From an optimization exercise on the open Yosys and OpenROAD flow, aimed at small area; shortcuts taken in it are not production practice. Where RTL was checked, it was by simulation tests only, not by an equivalence proof against the original. The RTL of runs 2 and 3 was laid out without a check of its function.

## flow/design.v (module list and top-level ports; edited modules follow where they fit)
// module cube_map_face_select_unit: 1772 lines
// module cmfs_top: 33 lines
module cmfs_top (
	input  logic        clk,
	input  logic        arst_n,
	input  logic        start,
	output logic        busy,
	input  logic [15:0] dir_x,
	input  logic [15:0] dir_y,
	input  logic [15:0] dir_z,
	output logic        done,
	output logic [2:0]  face,
	output logic [12:0] coord_u,
	output logic [12:0] coord_v,
	output logic        zero_vector
);
  // ...
==> flow/run.sh <==
#!/bin/bash
# synth_recipe.tcl (not shown) runs the flow's synth.tcl, then flattens the netlist and writes it again
# the make line also repeats each setting of config.mk as NAME=value (left out here)
make -C /OpenROAD-flow-scripts/flow DESIGN_CONFIG=/design/flow/config.mk WORK_HOME=/design/flow/orfs CLKGATE_MAP_FILE= SYNTH_SCRIPT=/design/flow/synth_recipe.tcl finish
==> flow/config.mk <==
export PLATFORM = sky130hd
export DESIGN_NAME = cmfs_top
export DESIGN_NICKNAME = cmfs_top
export VERILOG_FILES = /design/flow/design.v
export SDC_FILE = /design/flow/constraint.sdc
export NUM_CORES = 4
export LEC_CHECK = 0
export ABC_AREA = 1
export CAP_MARGIN = 20
export CORE_MARGIN = 2
export CORE_UTILIZATION = 40
export CTS_CLUSTER_DIAMETER = 60
export CTS_CLUSTER_SIZE = 30
export SLEW_MARGIN = 20
==> flow/constraint.sdc <==
create_clock -name core_clock -period 4.5 [get_ports {clk}]
set_input_delay 0.9000 -clock core_clock [delete_from_list [all_inputs] [get_ports {clk}]]
set_output_delay 0.9000 -clock core_clock [all_outputs]
set_load 0.01 [all_outputs]
==> impl_metrics.py, run 1 <==
metrics = {
    "routing": {
        "drc_errors": 0,
        "wirelength_mm": 61.7,
        "met2WireLength_mm": 32.8,
        "avgRoutedWirePerCell_um": 14.3,
        "met3_length_mm": 1.38,
        "first_iter_violations": 670,
    },
    "final_layout": {
        "multi_input_area_um2": 17800,
        "mostFrequentLayoutCells": "521 x nand2_1, 428 x inv_1, 370 x dfxtp_1, 357 x ha_1, 261 x xor2_1",
        "diodes": 0,
        "instances_no_fill": 4306,
        "multi_input_area_share_pct": 55.8,
        "n_sequential_cell": 380,
    },
    "logic_synthesis": {
        "synth_area_leaders": "dfxtp_1 28%, ha_1 17%, xor2_1 8.7%, fa_1 8.3%, xnor2_1 8.1%",
        "synthArstFlopShare_pct": 1.58,
        "yosysWarnings": 1,
        "syn_nets": 3672,
        "synth_compound_area_share_pct": 7.76,
        "syn_inst": 3151,
    },
    "clocking": {
        "cts.clk_slew.worst_paths_ns": 0.07,
        "cts_setup_buffers": 0,
        "clock_sinks": 380,
    },
    "worst_hold_path": {
        "min_from": "u_unit.qu_8r[6]",
    },
    "timing": {
        "slew_headroom_pct": 50.3,
        "tightestPinTransition_ns": 0.745,
        "tns_ns": 0,
    },
    "grt": {
        "antenna_found_initial": 0,
        "grt_pass1_vias": 20000,
    },
    "outcome": {
        "status": "complete, no violations",
    },
    "worst_setup_path": {
        "path_class": "register to primary output",
        "cpMaxStageDelayCell": "dfxtp_2",
        "reg2reg_depth": 23,
        "cpLargestDelayFamily": "compound AO/OA/AOI/OAI gates",
    },
    "floorplanning": {
        "taps": 873,
        "std_cell_rows": 95,
    },
}
==> inputs of run 2 (changes only) <==
--- a/flow/design.v
+++ b/flow/design.v
@@ -119,93 +119,85 @@
 		eqv_c = eqv_c && !fv_c;
 		if (zero_c) begin
 			m_c   = 16'd1;
 			equ_c = 1'b0;
 			eqv_c = 1'b0;
 		end
 	end
 	logic        vld_0;
-	logic        zero_0;
 	logic        equ_0;
 	logic        eqv_0;
 	logic [2:0] face_0;
 	logic [15:0] m_0;
 	logic        fu_0;
 	logic        fv_0;
 	logic [14:0] ru_0, rv_0;
 	assign vld_0  = vld_a;
-	assign zero_0 = zero_c;
 	assign equ_0  = equ_c;
 	assign eqv_0  = eqv_c;
-	assign face_0 = face_c;
+	assign face_0 = zero_c ? 3'd6 : face_c;
 	assign m_0    = m_c;
 	assign fu_0   = fu_c;
 	assign fv_0   = fv_c;
 	assign ru_0   = cu_c[14:0];
 	assign rv_0   = cv_c[14:0];
 	logic        vld_0r;
-	logic        zero_0r;
 	logic        equ_0r;
 	logic        eqv_0r;
 	logic [2:0] face_0r;
 	logic [15:0] m_0r;
 	logic        fu_0r;
 	logic        fv_0r;
 	logic [14:0] ru_0r, rv_0r;
 	always_ff @(posedge clk or negedge arst_n) begin
 		if (!arst_n) vld_0r <= 1'b0;
 		else         vld_0r <= vld_0;
 	end
 	always_ff @(posedge clk) begin
-		zero_0r <= zero_0;
 		equ_0r <= equ_0;
 		eqv_0r <= eqv_0;
 		face_0r <= face_0;
 		m_0r <= m_0;
 		fu_0r <= fu_0;
 		fv_0r <= fv_0;
 		ru_0r <= ru_0;
 		rv_0r <= rv_0;
 	end
 	logic        vld_1;
-	logic        zero_1;
 	logic        equ_1;
 	logic        eqv_1;
 	logic [2:0] face_1;
 	logic [15:0] m_1;
 	logic        fu_1;
 	logic        fv_1;
 	logic [14:0] ru_1, rv_1;
 	assign vld_1 = vld_0r;
-	assign zero_1 = zero_0r;
 	assign equ_1 = equ_0r;
 	assign eqv_1 = eqv_0r;
 	assign face_1 = face_0r;
 	assign m_1 = m_0r;
 	assign fu_1 = fu_0r;
 	assign fv_1 = fv_0r;
 	logic [15:0] su_1;
 	assign su_1 = {ru_0r, 1'b0} + ~m_0r + 16'(!fu_0r);
 	assign ru_1 = su_1[15:1];
 	logic [15:0] sv_1;
 	assign sv_1 = {rv_0r, 1'b0} + ~m_0r + 16'(!fv_0r);
 	assign rv_1 = sv_1[15:1];
 	logic        vld_2;
-	logic        zero_2;
 	logic        equ_2;
 	logic        eqv_2;
 	logic [2:0] face_2;
 	logic [15:0] m_2;
 	logic        fu_2;
 	logic        fv_2;
 	logic [14:0] ru_2, rv_2;
 	logic [10:10] qu_2, qv_2;
 	assign vld_2 = vld_1;
-	assign zero_2 = zero_1;
 	assign equ_2 = equ_1;
 	assign eqv_2 = eqv_1;
 	assign face_2 = face_1;
 	assign m_2 = m_1;
 	assign fu_2 = fu_1;
 	assign fv_2 = fv_1;
 	logic hu_2;
 	logic [15:0] su_2;
@@ -331,54 +323,50 @@
 	assign cv_2[11] = tv_2_42_g;
 	assign cv_2[12] = tv_2_51_g;
 	assign cv_2[13] = tv_2_45_g;
 	assign cv_2[14] = tv_2_52_g;
 	assign cv_2[15] = tv_2_41_g;
 	assign sv_2 = pv_2 ^ cv_2;
 	assign rv_2 = sv_2[15:1];
 	logic        vld_2r;
-	logic        zero_2r;
 	logic        equ_2r;
 	logic        eqv_2r;
 	logic [2:0] face_2r;
 	logic [15:0] m_2r;
 	logic        fu_2r;
 	logic        fv_2r;
 	logic [14:0] ru_2r, rv_2r;
 	logic [10:10] qu_2r, qv_2r;
 	always_ff @(posedge clk or negedge arst_n) begin
 		if (!arst_n) vld_2r <= 1'b0;
 		else         vld_2r <= vld_2;
 	end
 	always_ff @(posedge clk) begin
-		zero_2r <= zero_2;
 		equ_2r <= equ_2;
 		eqv_2r <= eqv_2;
 		face_2r <= face_2;
 		m_2r <= m_2;
 		fu_2r <= fu_2;
 		fv_2r <= fv_2;
 		ru_2r <= ru_2;
 		rv_2r <= rv_2;
 		qu_2r <= qu_2;
 		qv_2r <= qv_2;
 	end
 	logic        vld_3;
-	logic        zero_3;
 	logic        equ_3;
 	logic        eqv_3;
 	logic [2:0] face_3;
 	logic [15:0] m_3;
 	logic        fu_3;
 	logic        fv_3;
 	logic [14:0] ru_3, rv_3;
 	logic [10:9] qu_3, qv_3;
 	assign vld_3 = vld_2r;
-	assign zero_3 = zero_2r;
 	assign equ_3 = equ_2r;
 	assign eqv_3 = eqv_2r;
 	assign face_3 = face_2r;
 	assign m_3 = m_2r;
 	assign fu_3 = fu_2r;
 	assign fv_3 = fv_2r;
 	logic hu_3;
 	logic [15:0] su_3;
@@ -504,27 +492,25 @@
 	assign cv_3[11] = tv_3_94_g;
 	assign cv_3[12] = tv_3_103_g;
 	assign cv_3[13] = tv_3_97_g;
 	assign cv_3[14] = tv_3_104_g;
 	assign cv_3[15] = tv_3_93_g;
 	assign sv_3 = pv_3 ^ cv_3;
 	assign rv_3 = sv_3[15:1];
 	logic        vld_4;
-	logic        zero_4;
 	logic        equ_4;
 	logic        eqv_4;
 	logic [2:0] face_4;
 	logic [15:0] m_4;
 	logic        fu_4;
 	logic        fv_4;
 	logic [14:0] ru_4, rv_4;
 	logic [10:8] qu_4, qv_4;
 	assign vld_4 = vld_3;
-	assign zero_4 = zero_3;
 	assign equ_4 = equ_3;
 	assign eqv_4 = eqv_3;
 	assign face_4 = face_3;
 	assign m_4 = m_3;
 	assign fu_4 = fu_3;
 	assign fv_4 = fv_3;
 	logic hu_4;
 	logic [15:0] su_4;
@@ -650,54 +636,50 @@
 	assign cv_4[11] = tv_4_146_g;
 	assign cv_4[12] = tv_4_155_g;
 	assign cv_4[13] = tv_4_149_g;
 	assign cv_4[14] = tv_4_156_g;
 	assign cv_4[15] = tv_4_145_g;
 	assign sv_4 = pv_4 ^ cv_4;
 	assign rv_4 = sv_4[15:1];
 	logic        vld_4r;
-	logic        zero_4r;
 	logic        equ_4r;
 	logic        eqv_4r;
 	logic [2:0] face_4r;
 	logic [15:0] m_4r;
 	logic        fu_4r;
 	logic        fv_4r;
 	logic [14:0] ru_4r, rv_4r;
 	logic [10:8] qu_4r, qv_4r;
 	always_ff @(posedge clk or negedge arst_n) begin
 		if (!arst_n) vld_4r <= 1'b0;
 		else         vld_4r <= vld_4;
 	end
 	always_ff @(posedge clk) begin
-		zero_4r <= zero_4;
 		equ_4r <= equ_4;
 		eqv_4r <= eqv_4;
 		face_4r <= face_4;
 		m_4r <= m_4;
 		fu_4r <= fu_4;
 		fv_4r <= fv_4;
 		ru_4r <= ru_4;
 		rv_4r <= rv_4;
 		qu_4r <= qu_4;
 		qv_4r <= qv_4;
 	end
 	logic        vld_5;
-	logic        zero_5;
 	logic        equ_5;
 	logic        eqv_5;
 	logic [2:0] face_5;
 	logic [15:0] m_5;
 	logic        fu_5;
 	logic        fv_5;
 	logic [14:0] ru_5, rv_5;
 	logic [10:7] qu_5, qv_5;
 	assign vld_5 = vld_4r;
-	assign zero_5 = zero_4r;
 	assign equ_5 = equ_4r;
 	assign eqv_5 = eqv_4r;
 	assign face_5 = face_4r;
 	assign m_5 = m_4r;
 	assign fu_5 = fu_4r;
 	assign fv_5 = fv_4r;
 	logic hu_5;
 	logic [15:0] su_5;
@@ -823,27 +805,25 @@
 	assign cv_5[11] = tv_5_198_g;
 	assign cv_5[12] = tv_5_207_g;
 	assign cv_5[13] = tv_5_201_g;
 	assign cv_5[14] = tv_5_208_g;
 	assign cv_5[15] = tv_5_197_g;
 	assign sv_5 = pv_5 ^ cv_5;
 	assign rv_5 = sv_5[15:1];
 	logic        vld_6;
-	logic        zero_6;
 	logic        equ_6;
 	logic        eqv_6;
 	logic [2:0] face_6;
 	logic [15:0] m_6;
 	logic        fu_6;
 	logic        fv_6;
 	logic [14:0] ru_6, rv_6;
 	logic [10:6] qu_6, qv_6;
 	assign vld_6 = vld_5;
-	assign zero_6 = zero_5;
 	assign equ_6 = equ_5;
 	assign eqv_6 = eqv_5;
 	assign face_6 = face_5;
 	assign m_6 = m_5;
 	assign fu_6 = fu_5;
 	assign fv_6 = fv_5;
 	logic hu_6;
 	logic [15:0] su_6;
@@ -969,54 +949,50 @@
 	assign cv_6[11] = tv_6_250_g;
 	assign cv_6[12] = tv_6_259_g;
 	assign cv_6[13] = tv_6_253_g;
 	assign cv_6[14] = tv_6_260_g;
 	assign cv_6[15] = tv_6_249_g;
 	assign sv_6 = pv_6 ^ cv_6;
 	assign rv_6 = sv_6[15:1];
 	logic        vld_6r;
-	logic        zero_6r;
 	logic        equ_6r;
 	logic        eqv_6r;
 	logic [2:0] face_6r;
 	logic [15:0] m_6r;
 	logic        fu_6r;
 	logic        fv_6r;
 	logic [14:0] ru_6r, rv_6r;
 	logic [10:6] qu_6r, qv_6r;
 	always_ff @(posedge clk or negedge arst_n) begin
 		if (!arst_n) vld_6r <= 1'b0;
 		else         vld_6r <= vld_6;
 	end
 	always_ff @(posedge clk) begin
-		zero_6r <= zero_6;
 		equ_6r <= equ_6;
 		eqv_6r <= eqv_6;
 		face_6r <= face_6;
 		m_6r <= m_6;
 		fu_6r <= fu_6;
 		fv_6r <= fv_6;
 		ru_6r <= ru_6;
 		rv_6r <= rv_6;
 		qu_6r <= qu_6;
 		qv_6r <= qv_6;
 	end
 	logic        vld_7;
-	logic        zero_7;
 	logic        equ_7;
 	logic        eqv_7;
 	logic [2:0] face_7;
 	logic [15:0] m_7;
 	logic        fu_7;
 	logic        fv_7;
 	logic [14:0] ru_7, rv_7;
 	logic [10:5] qu_7, qv_7;
 	assign vld_7 = vld_6r;
-	assign zero_7 = zero_6r;
 	assign equ_7 = equ_6r;
 	assign eqv_7 = eqv_6r;
 	assign face_7 = face_6r;
 	assign m_7 = m_6r;
 	assign fu_7 = fu_6r;
 	assign fv_7 = fv_6r;
 	logic hu_7;
 	logic [15:0] su_7;
@@ -1142,27 +1118,25 @@
 	assign cv_7[11] = tv_7_302_g;
 	assign cv_7[12] = tv_7_311_g;
 	assign cv_7[13] = tv_7_305_g;
 	assign cv_7[14] = tv_7_312_g;
 	assign cv_7[15] = tv_7_301_g;
 	assign sv_7 = pv_7 ^ cv_7;
 	assign rv_7 = sv_7[15:1];
 	logic        vld_8;
-	logic        zero_8;
 	logic        equ_8;
 	logic        eqv_8;
 	logic [2:0] face_8;
 	logic [15:0] m_8;
 	logic        fu_8;
 	logic        fv_8;
 	logic [14:0] ru_8, rv_8;
 	logic [10:4] qu_8, qv_8;
 	assign vld_8 = vld_7;
-	assign zero_8 = zero_7;
 	assign equ_8 = equ_7;
 	assign eqv_8 = eqv_7;
 	assign face_8 = face_7;
 	assign m_8 = m_7;
 	assign fu_8 = fu_7;
 	assign fv_8 = fv_7;
 	logic hu_8;
 	logic [15:0] su_8;
@@ -1288,54 +1262,50 @@
 	assign cv_8[11] = tv_8_354_g;
 	assign cv_8[12] = tv_8_363_g;
 	assign cv_8[13] = tv_8_357_g;
 	assign cv_8[14] = tv_8_364_g;
 	assign cv_8[15] = tv_8_353_g;
 	assign sv_8 = pv_8 ^ cv_8;
 	assign rv_8 = sv_8[15:1];
 	logic        vld_8r;
-	logic        zero_8r;
 	logic        equ_8r;
 	logic        eqv_8r;
 	logic [2:0] face_8r;
 	logic [15:0] m_8r;
 	logic        fu_8r;
 	logic        fv_8r;
 	logic [14:0] ru_8r, rv_8r;
 	logic [10:4] qu_8r, qv_8r;
 	always_ff @(posedge clk or negedge arst_n) begin
 		if (!arst_n) vld_8r <= 1'b0;
 		else         vld_8r <= vld_8;
 	end
 	always_ff @(posedge clk) begin
-		zero_8r <= zero_8;
 		equ_8r <= equ_8;
 		eqv_8r <= eqv_8;
 		face_8r <= face_8;
 		m_8r <= m_8;
 		fu_8r <= fu_8;
 		fv_8r <= fv_8;
 		ru_8r <= ru_8;
 		rv_8r <= rv_8;
 		qu_8r <= qu_8;
 		qv_8r <= qv_8;
 	end
 	logic        vld_9;
-	logic        zero_9;
 	logic        equ_9;
 	logic        eqv_9;
 	logic [2:0] face_9;
 	logic [15:0] m_9;
 	logic        fu_9;
 	logic        fv_9;
 	logic [14:0] ru_9, rv_9;
 	logic [10:3] qu_9, qv_9;
 	assign vld_9 = vld_8r;
-	assign zero_9 = zero_8r;
 	assign equ_9 = equ_8r;
 	assign eqv_9 = eqv_8r;
 	assign face_9 = face_8r;
 	assign m_9 = m_8r;
 	assign fu_9 = fu_8r;
 	assign fv_9 = fv_8r;
 	logic hu_9;
 	logic [15:0] su_9;
@@ -1461,27 +1431,25 @@
 	assign cv_9[11] = tv_9_406_g;
 	assign cv_9[12] = tv_9_415_g;
 	assign cv_9[13] = tv_9_409_g;
 	assign cv_9[14] = tv_9_416_g;
 	assign cv_9[15] = tv_9_405_g;
 	assign sv_9 = pv_9 ^ cv_9;
 	assign rv_9 = sv_9[15:1];
 	logic        vld_10;
-	logic        zero_10;
 	logic        equ_10;
 	logic        eqv_10;
 	logic [2:0] face_10;
 	logic [15:0] m_10;
 	logic        fu_10;
 	logic        fv_10;
 	logic [14:0] ru_10, rv_10;
 	logic [10:2] qu_10, qv_10;
 	assign vld_10 = vld_9;
-	assign zero_10 = zero_9;
 	assign equ_10 = equ_9;
 	assign eqv_10 = eqv_9;
 	assign face_10 = face_9;
 	assign m_10 = m_9;
 	assign fu_10 = fu_9;
 	assign fv_10 = fv_9;
 	logic hu_10;
 	logic [15:0] su_10;
@@ -1607,54 +1575,50 @@
 	assign cv_10[11] = tv_10_458_g;
 	assign cv_10[12] = tv_10_467_g;
 	assign cv_10[13] = tv_10_461_g;
 	assign cv_10[14] = tv_10_468_g;
 	assign cv_10[15] = tv_10_457_g;
 	assign sv_10 = pv_10 ^ cv_10;
 	assign rv_10 = sv_10[15:1];
 	logic        vld_10r;
-	logic        zero_10r;
 	logic        equ_10r;
 	logic        eqv_10r;
 	logic [2:0] face_10r;
 	logic [15:0] m_10r;
 	logic        fu_10r;
 	logic        fv_10r;
 	logic [14:0] ru_10r, rv_10r;
 	logic [10:2] qu_10r, qv_10r;
 	always_ff @(posedge clk or negedge arst_n) begin
 		if (!arst_n) vld_10r <= 1'b0;
 		else         vld_10r <= vld_10;
 	end
 	always_ff @(posedge clk) begin
-		zero_10r <= zero_10;
 		equ_10r <= equ_10;
 		eqv_10r <= eqv_10;
 		face_10r <= face_10;
 		m_10r <= m_10;
 		fu_10r <= fu_10;
 		fv_10r <= fv_10;
 		ru_10r <= ru_10;
 		rv_10r <= rv_10;
 		qu_10r <= qu_10;
 		qv_10r <= qv_10;
 	end
 	logic        vld_11;
-	logic        zero_11;
 	logic        equ_11;
 	logic        eqv_11;
 	logic [2:0] face_11;
 	logic [15:0] m_11;
 	logic        fu_11;
 	logic        fv_11;
 	logic [14:0] ru_11, rv_11;
 	logic [10:1] qu_11, qv_11;
 	assign vld_11 = vld_10r;
-	assign zero_11 = zero_10r;
 	assign equ_11 = equ_10r;
 	assign eqv_11 = eqv_10r;
 	assign face_11 = face_10r;
 	assign m_11 = m_10r;
 	assign fu_11 = fu_10r;
 	assign fv_11 = fv_10r;
 	logic hu_11;
 	logic [15:0] su_11;
@@ -1783,18 +1747,18 @@
 	assign cv_11[14] = tv_11_520_g;
 	assign cv_11[15] = tv_11_509_g;
 	assign sv_11 = pv_11 ^ cv_11;
 	assign rv_11 = sv_11[15:1];
 	logic [11:0] qu_f, qv_f;
 	assign qu_f = {!fu_11, qu_11, !(ru_11[14] ^ fu_11)};
 	assign qv_f = {!fv_11, qv_11, !(rv_11[14] ^ fv_11)};
 	assign done            = vld_11;
-	assign res.face        = face_11;
-	assign res.zero_vector = zero_11;
+	assign res.zero_vector = face_11 == 3'd6;
+	assign res.face        = res.zero_vector ? 3'd5 : face_11;
 	assign res.coord_u     = {equ_11, qu_f & {12{!equ_11}}};
 	assign res.coord_v     = {eqv_11, qv_f & {12{!eqv_11}}};
 endmodule
 module cmfs_top (
 	input  logic        clk,
 	input  logic        arst_n,
 	input  logic        start,
 	output logic        busy,
--- a/flow/config.mk
+++ b/flow/config.mk
@@ -6,9 +6,10 @@
 export NUM_CORES = 4
 export LEC_CHECK = 0
 export ABC_AREA = 1
 export CAP_MARGIN = 20
 export CORE_MARGIN = 2
 export CORE_UTILIZATION = 40
 export CTS_CLUSTER_DIAMETER = 60
 export CTS_CLUSTER_SIZE = 30
+export GPL_TIMING_DRIVEN = 0
 export SLEW_MARGIN = 20
==> run 2 against run 1 <==
  * Synthesized cell count is 0.13% higher
  * Worst hold slack lost 0.0042 ns
  * Cell count down 2.6%
  * Global-route usage increased by 0.21 points
  * Die area is 0.51% higher
  * Non-clock buffer count decreased by 111
  * Worst setup slack better by 0.0087 ns
  * Still clean on timing, DRC and antenna
==> impl_metrics.py, run 2 <==
metrics = {
    "timing": {
        "setup_viol_count_final": 0,
        "slew_headroom_pct": 35.3,
        "hold_viol": 0,
        "timing.final.crit_period_ns": 4.34,
        "rsz0062_at_grt": "true",
        "finalCritPeriodShare_pct": 96.5,
        "tightestPinTransition_ns": 0.970,
        "skew_ns": 0.0298,
        "slew_viol_final": 0,
        "max_freq_mhz": 230,
    },
    "routing": {
        "drtPass1Iterations": 5,
        "vias_per_cell": 4.75,
        "first_iter_violations": 822,
        "drc_errors": 0,
        "avgRoutedWirePerCell_um": 14.9,
        "ant_nets": 0,
        "vias": 19900,
        "wirelength_mm": 62.6,
    },
    "clocking": {
        "cts_tree": "done",
        "cts.clk_slew.worst_paths_ns": 0.10,
        "hold_buffers": 0,
        "clk_path_buf_depth": 3,
        "root_buffer": "clkbuf_16",
        "clock_sinks": 374,
        "clk_latency_ns": 0.61,
        "htree_levels": 1,
        "cts_buffers": 31,
    },
    "logic_synthesis": {
        "syn_area_per_cell_um2": 8.61,
        "yosysSeqAreaShare_pct": 27.7,
        "syn_nets": 3676,
        "ys.flop_type": "dfxtp_1",
        "synthArstFlopShare_pct": 1.60,
        "synth_most_common_cell": "nand2_1",
        "synth_edf_count": 0,
        "synth_top_area_share_pct": 27.1,
        "yosys-top-cells-count": "502 x nand2_1, 419 x inv_1, 368 x dfxtp_1",
        "yosysUniqueCellTypes": 52,
        "yosysWarnings": 1,
        "syn_area_um2": 27200,
        "synth_seq_cells": 374,
        "syn_inst": 3155,
        "yosys.area.top_type": "dfxtp_1",
        "synth_area_leaders": "dfxtp_1 27%, ha_1 16%, xor2_1 8.6%, fa_1 8.2%, xnor2_1 8.2%",
    },
    "placement": {
        "io_buffer_count": 79,
        "hpwl_mm": 51.8,
        "dpl_cell_area_um2": 29100,
        "gp_congestion": 0.892,
        "place_inst": 4107,
    },
    "final_layout": {
        "diodes": 0,
        "post-route-util_pct": 46.3,
        "drive_above_1_share_pct": 11.3,
        "final_cell_area_um2": 31200,
        "layout_commonest_cell": "nand2_1",
        "mostFrequentLayoutCells": "491 x nand2_1, 416 x inv_1, 359 x dfxtp_1, 355 x ha_1, 260 x xor2_1",
        "fin_nets": 3815,
        "syn_to_final_growth_pct": 14.6,
        "n_fill_cell": 6607,
        "instances_no_fill": 4192,
    },
    "worst_setup_path": {
        "worstPathCellList": "clkdlybuf4s50_1 -> nor2_2 -> nand2_1 -> nor3_2 -> inv_2 -> or3_4 -> nor2_4 -> nand2_1 -> nor2_2 -> nand2_1 -> or3_4 -> ha_1 -> nand2_1 -> inv_1 -> nand3_2 -> nor3_2 -> nand2_1 -> o2111ai_2 -> nand2_4 -> clkinv_4 -> nor2_4 -> inv_2 -> clkbuf_8 -> o221ai_1",
        "arrival_ns": 4.80,
        "cpMaxStageDelayCell": "clkdlybuf4s50_1",
        "crit_buf_inv": 6,
        "crit_top_cell": "nand2_1",
        "critPathMaxStageDelay_ns": 0.46,
        "critPathCaptureType": "register",
        "cpLargestDelayFamily": "simple AND/OR/NAND/NOR gates",
        "path_class": "input port to register",
        "required_ns": 4.96,
        "cp-start-kind": "input port",
        "worstPathMaxFanout": 10,
    },
    "grt": {
        "track_usage_pct": 17.8,
        "grt_pass1_wl_mm": 100,
        "grt_pass1_vias": 19700,
        "antenna_found_initial": 0,
        "grt_max_degree": 31,
        "grt_remaining_overflow": 0,
    },
    "floorplanning": {
        "coreArea_um2": 67300,
        "ios": 83,
        "std_cell_rows": 95,
        "die_height_um": 265,
        "start_util_pct": 40.4,
        "dieArea_um2": 70000,
        "fp.dieW_um": 265,
    },
    "outcome": {
        "status": "complete, no violations",
    },
    "run": {
        "cap_violations": 0,
    },
    "worst_hold_path": {
        "worstHoldPathType": "register to register",
    },
}
-- run 2: cell count changes in the layout (fill, tap and decap cells not counted), sizes merged, moves of 3 or more --
cell,delta
nor3,+6
dfxtp,-6
nand3,+5
clkdlybuf4s50,-4
xnor2,+4
buf,-124
a21oi,-6
nand4,-6
a31o,+3
clkinv,+3
clkbuf,+8
o21ai,+4
-- run 2: cell families (layout without fill, tap and decap cells) --
kind of cell	count (synthesis)	after routing	share of synthesized area, %
adder cells (fa/ha/maj)	470	470	24.7
flip-flops	374	374	27.7
AND/OR/NAND/NOR	943	943	15.8
AO/OA/AOI/OAI	353	353	7.83
XOR/XNOR	522	522	16.9
other	1	1	0.0138
buffers and inverters	492	656	7.06
-- run 2: metal layers --
layer	vias up	track usage (%)	part of all wire (%)
li1	10400	-	-
met1	9169	21.0	43
met2	235	34.0	52
met3	93	1.50	2.2
met4	0	5.07	3.2
met5	-	0	0
-- run 2: per-stage QoR --
step	setup WS, ns	TNS [ns]	hold slack [ns]
6_report	0.157	0	0.326
4_1_cts	0.00144	0	0.324
5_1_grt	-0.0880	-0.412	0.343
2_1_floorplan	0.0456	0	0.310
3_5_place_dp	-1.50	-83.77	0.312
3_3_place_gp	-1.50	-81.19	0.310
-- run 2: final cells by class --
| type | count | area [um^2] | area share [%] |
|---|---|---|---|
| clock buffer | 31 | 776 | 2.49 |
| inverter | 439 | 1650 | 5.30 |
| tap | 873 | 1090 | 3.51 |
| buffer | 45 | 365 | 1.17 |
| sequential | 374 | 7530 | 24.2 |
| clock inverter | 27 | 483 | 1.55 |
| timing repair buffer | 114 | 1070 | 3.43 |
| multi-input combinational | 2289 | 18200 | 58.4 |
-- run 2: worst paths after layout --
path | from | cells after the start | slack [ns] | endpoint
max | dir_x[1] | 24 | 0.16 | u_unit.m_0r[8]
max in group asynchronous | arst_n | 1 | 3.76 | u_unit.vld_6r
max reg2reg | u_unit.m_0r[2] | 23 | 0.26 | u_unit.ru_2r[13]
min | u_unit.qu_8r[7] | 0 | 0.33 | u_unit.qu_10r[7]
min reg2reg | u_unit.qu_8r[7] | 0 | 0.33 | u_unit.qu_10r[7]
min in group asynchronous | arst_n | 1 | 0.52 | u_unit.vld_2r
-- run 2: what timing repair did --
item	4_1_cts	5_1_grt
setup buffers	6	28
endpoints found under the setup margin	143	107
gates resized for setup	77	109
gates cloned	0	1
pin swaps	5	26
==> inputs of run 3 (changes only) <==
--- a/flow/config.mk
+++ b/flow/config.mk
@@ -6,10 +6,10 @@
 export NUM_CORES = 4
 export LEC_CHECK = 0
 export ABC_AREA = 1
-export CAP_MARGIN = 20
+export CAP_MARGIN = 10
 export CORE_MARGIN = 2
 export CORE_UTILIZATION = 40
 export CTS_CLUSTER_DIAMETER = 60
 export CTS_CLUSTER_SIZE = 30
 export GPL_TIMING_DRIVEN = 0
-export SLEW_MARGIN = 20
+export SLEW_MARGIN = 10
==> run 3 against run 2 <==
  * Still clean
  * Wire length unchanged
  * Worst setup slack unchanged
  * Global-route usage unchanged
  * Fmax unchanged
==> impl_metrics.py, run 3 <==
metrics = {
    "floorplanning": {
        "std_cell_rows": 95,
        "fp.dieW_um": 265,
        "die_height_um": 265,
        "start_util_pct": 40.4,
        "ios": 83,
        "coreArea_um2": 67300,
        "dieArea_um2": 70000,
    },
    "grt": {
        "grt_remaining_overflow": 0,
        "grt_pass1_vias": 19700,
        "track_usage_pct": 17.8,
        "antenna_found_initial": 0,
        "grt_max_degree": 31,
        "grt_pass1_wl_mm": 100,
    },
    "timing": {
        "tightestPinTransition_ns": 0.970,
        "max_freq_mhz": 230,
        "setup_viol_count_final": 0,
        "timing.final.crit_period_ns": 4.34,
        "hold_viol": 0,
        "slew_headroom_pct": 35.3,
        "timing.hold.ws_ns": 0.326,
        "rsz0062_at_grt": "true",
        "slew_viol_final": 0,
        "skew_ns": 0.0298,
        "finalCritPeriodShare_pct": 96.5,
    },
    "worst_setup_path": {
        "arrival_ns": 4.80,
        "critical_path_depth": 24,
        "cpLargestDelayFamily": "simple AND/OR/NAND/NOR gates",
        "worstPathMaxFanout": 10,
        "cp-start-kind": "input port",
        "reg2reg_depth": 23,
        "crit_top_cell": "nand2_1",
        "cpMaxStageDelayCell": "clkdlybuf4s50_1",
        "timing.critical_path.to": "u_unit.m_0r[8]",
        "crit_buf_inv": 6,
        "reg2reg_from": "u_unit.m_0r[2]",
        "worstPathCellList": "clkdlybuf4s50_1 -> nor2_2 -> nand2_1 -> nor3_2 -> inv_2 -> or3_4 -> nor2_4 -> nand2_1 -> nor2_2 -> nand2_1 -> or3_4 -> ha_1 -> nand2_1 -> inv_1 -> nand3_2 -> nor3_2 -> nand2_1 -> o2111ai_2 -> nand2_4 -> clkinv_4 -> nor2_4 -> inv_2 -> clkbuf_8 -> o221ai_1",
        "reg2reg_slack_ns": 0.26,
        "critPathCaptureType": "register",
        "critPathMaxStageDelay_ns": 0.46,
        "cp-startpoint": "dir_x[1]",
        "reg2reg_to": "u_unit.ru_2r[13]",
        "path_class": "input port to register",
        "required_ns": 4.96,
    },
    "logic_synthesis": {
        "ys.flop_type": "dfxtp_1",
        "synthMuxAreaShare_pct": 0,
        "yosys.area.top_type": "dfxtp_1",
        "synth_simple_gate_area_share_pct": 15.8,
        "syn_area_um2": 27200,
        "synth_edf_count": 0,
        "syn_area_per_cell_um2": 8.61,
        "synth_seq_cells": 374,
        "yosysSeqAreaShare_pct": 27.7,
        "synth_most_common_cell": "nand2_1",
        "synth_top_area_share_pct": 27.1,
        "yosysWarnings": 1,
        "synth_area_leaders": "dfxtp_1 27%, ha_1 16%, xor2_1 8.6%, fa_1 8.2%, xnor2_1 8.2%",
        "syn_inst": 3155,
        "synth_top_family_by_area": "adder cells",
        "synthArstFlopShare_pct": 1.60,
        "synth_compound_area_share_pct": 7.83,
        "syn_nets": 3676,
        "yosysUniqueCellTypes": 52,
        "synthXorXnorAreaFrac_pct": 16.9,
        "synth_fa_ha_area_share_pct": 24.7,
        "yosys-top-cells-count": "502 x nand2_1, 419 x inv_1, 368 x dfxtp_1",
    },
    "routing": {
        "wirelength_mm": 62.6,
        "first_iter_violations": 822,
        "drc_errors": 0,
        "vias": 19900,
        "drtPass1Iterations": 5,
        "vias_per_cell": 4.75,
        "avgRoutedWirePerCell_um": 14.9,
        "ant_nets": 0,
    },
    "final_layout": {
        "fin_nets": 3815,
        "n_fill_cell": 6607,
        "syn_to_final_growth_pct": 14.6,
        "diodes": 0,
        "post-route-util_pct": 46.3,
        "mostFrequentLayoutCells": "491 x nand2_1, 416 x inv_1, 359 x dfxtp_1, 355 x ha_1, 260 x xor2_1",
        "layout_commonest_cell": "nand2_1",
        "final_cell_area_um2": 31200,
        "drive_above_1_share_pct": 11.3,
    },
    "placement": {
        "gp_congestion": 0.892,
        "io_buffer_count": 79,
        "dpl_cell_area_um2": 29100,
        "hpwl_mm": 51.8,
    },
    "clocking": {
        "hold_buffers": 0,
        "cts_buffers": 31,
        "clk_path_buf_depth": 3,
        "clock_sinks": 374,
        "root_buffer": "clkbuf_16",
        "htree_levels": 1,
        "cts_tree": "done",
        "clk_latency_ns": 0.61,
        "cts.clk_slew.worst_paths_ns": 0.10,
    },
    "worst_hold_path": {
        "min_from": "u_unit.qu_8r[7]",
        "worstHoldPathType": "register to register",
    },
    "outcome": {
        "status": "complete, no violations",
    },
    "run": {
        "cap_violations": 0,
    },
}
## run 3: cell counts in the layout (fill, tap and decap cells not counted)
No cell type changed its count.
## run 3: metrics by stage
stage	setup TNS, ns	std cells	setup WS, ns
2_1_floorplan	0	3155	0.0456
3_3_place_gp	-81.19	4107	-1.50
3_5_place_dp	-83.77	4107	-1.50
4_1_cts	0	4167	0.00144
5_1_grt	-0.412	4192	-0.0880
6_report	0	4192	0.157
## run 3: metal layers
metal	track usage, %	vias to the layer above	part of all wire [%]
met1	21.0	9169	43
met4	5.07	0	3.2
met2	34.0	235	52
met5	0	-	0
met3	1.50	93	2.2
li1	-	10400	-
## run 3: cell type report
| class | count | area, um^2 | area share [%] |
|---|---|---|---|
| sequential | 374 | 7530 | 24.2 |
| timing repair buffer | 114 | 1070 | 3.43 |
| buffer | 45 | 365 | 1.17 |
| clock buffer | 31 | 776 | 2.49 |
| multi-input combinational | 2289 | 18200 | 58.4 |
| clock inverter | 27 | 483 | 1.55 |
| tap | 873 | 1090 | 3.51 |
| inverter | 439 | 1650 | 5.30 |
## run 3: what timing repair did
action	in CTS	in global routing
buffers inserted	6	28
resized for setup	77	109
pin swaps	5	26
cloned	0	1
setup endpoints to repair	143	107
## run 3: how the worst min path moves through the flow
stage / to / slack [ns] / depth (start not counted)
floorplan: u_unit.equ_10r / 0.31 / 0
global placement: u_unit.equ_10r / 0.31 / 0
detailed placement: u_unit.eqv_2r / 0.31 / 0
CTS: u_unit.qu_10r[7] / 0.32 / 0
global route: u_unit.face_6r[1] / 0.34 / 0
finish: u_unit.qu_10r[7] / 0.33 / 0
## run 3: cell families (layout without fill, tap and decap cells)
logic type | after synthesis | in the layout
buffers and inverters | 492 | 656
AO/OA/AOI/OAI | 353 | 353
AND/OR/NAND/NOR | 943 | 943
flip-flops | 374 | 374
XOR/XNOR | 522 | 522
adder cells (fa/ha/maj) | 470 | 470
other | 1 | 1

-- what the ideal ports hide --
In the flow no input, the clock included, has a driving cell. The finished layouts below were timed again as built, in two steps. Step 1: set_driving_cell puts a clkbuf_16 on clk and a buf_2 on each other input, an assumption about the parent block. Step 2, shift: input delay + t, output delay - t, t = (earliest + latest rising clock arrival at the registers) / 2. This alone moves slack from input paths to output paths. Slacks: ideal / step 1 / step 2; pairs: ideal / step 1.
run	t, ns	setup slack, ns	latest minus earliest clock arrival (ns)	worst register clock-pin slew, ns	pins driven straight from the clock port
run 1	0.619	0.148 / 0.088 / -0.275	0.034 / 0.034	0.10 / 0.10	1
run 2	0.657	0.157 / 0.149 / -0.464	0.037 / 0.037	0.10 / 0.10	1
run 3	0.657	0.157 / 0.149 / -0.464	0.037 / 0.037	0.10 / 0.10	1
With both steps, setup timing fails in every run listed, where it was met with ideal ports.
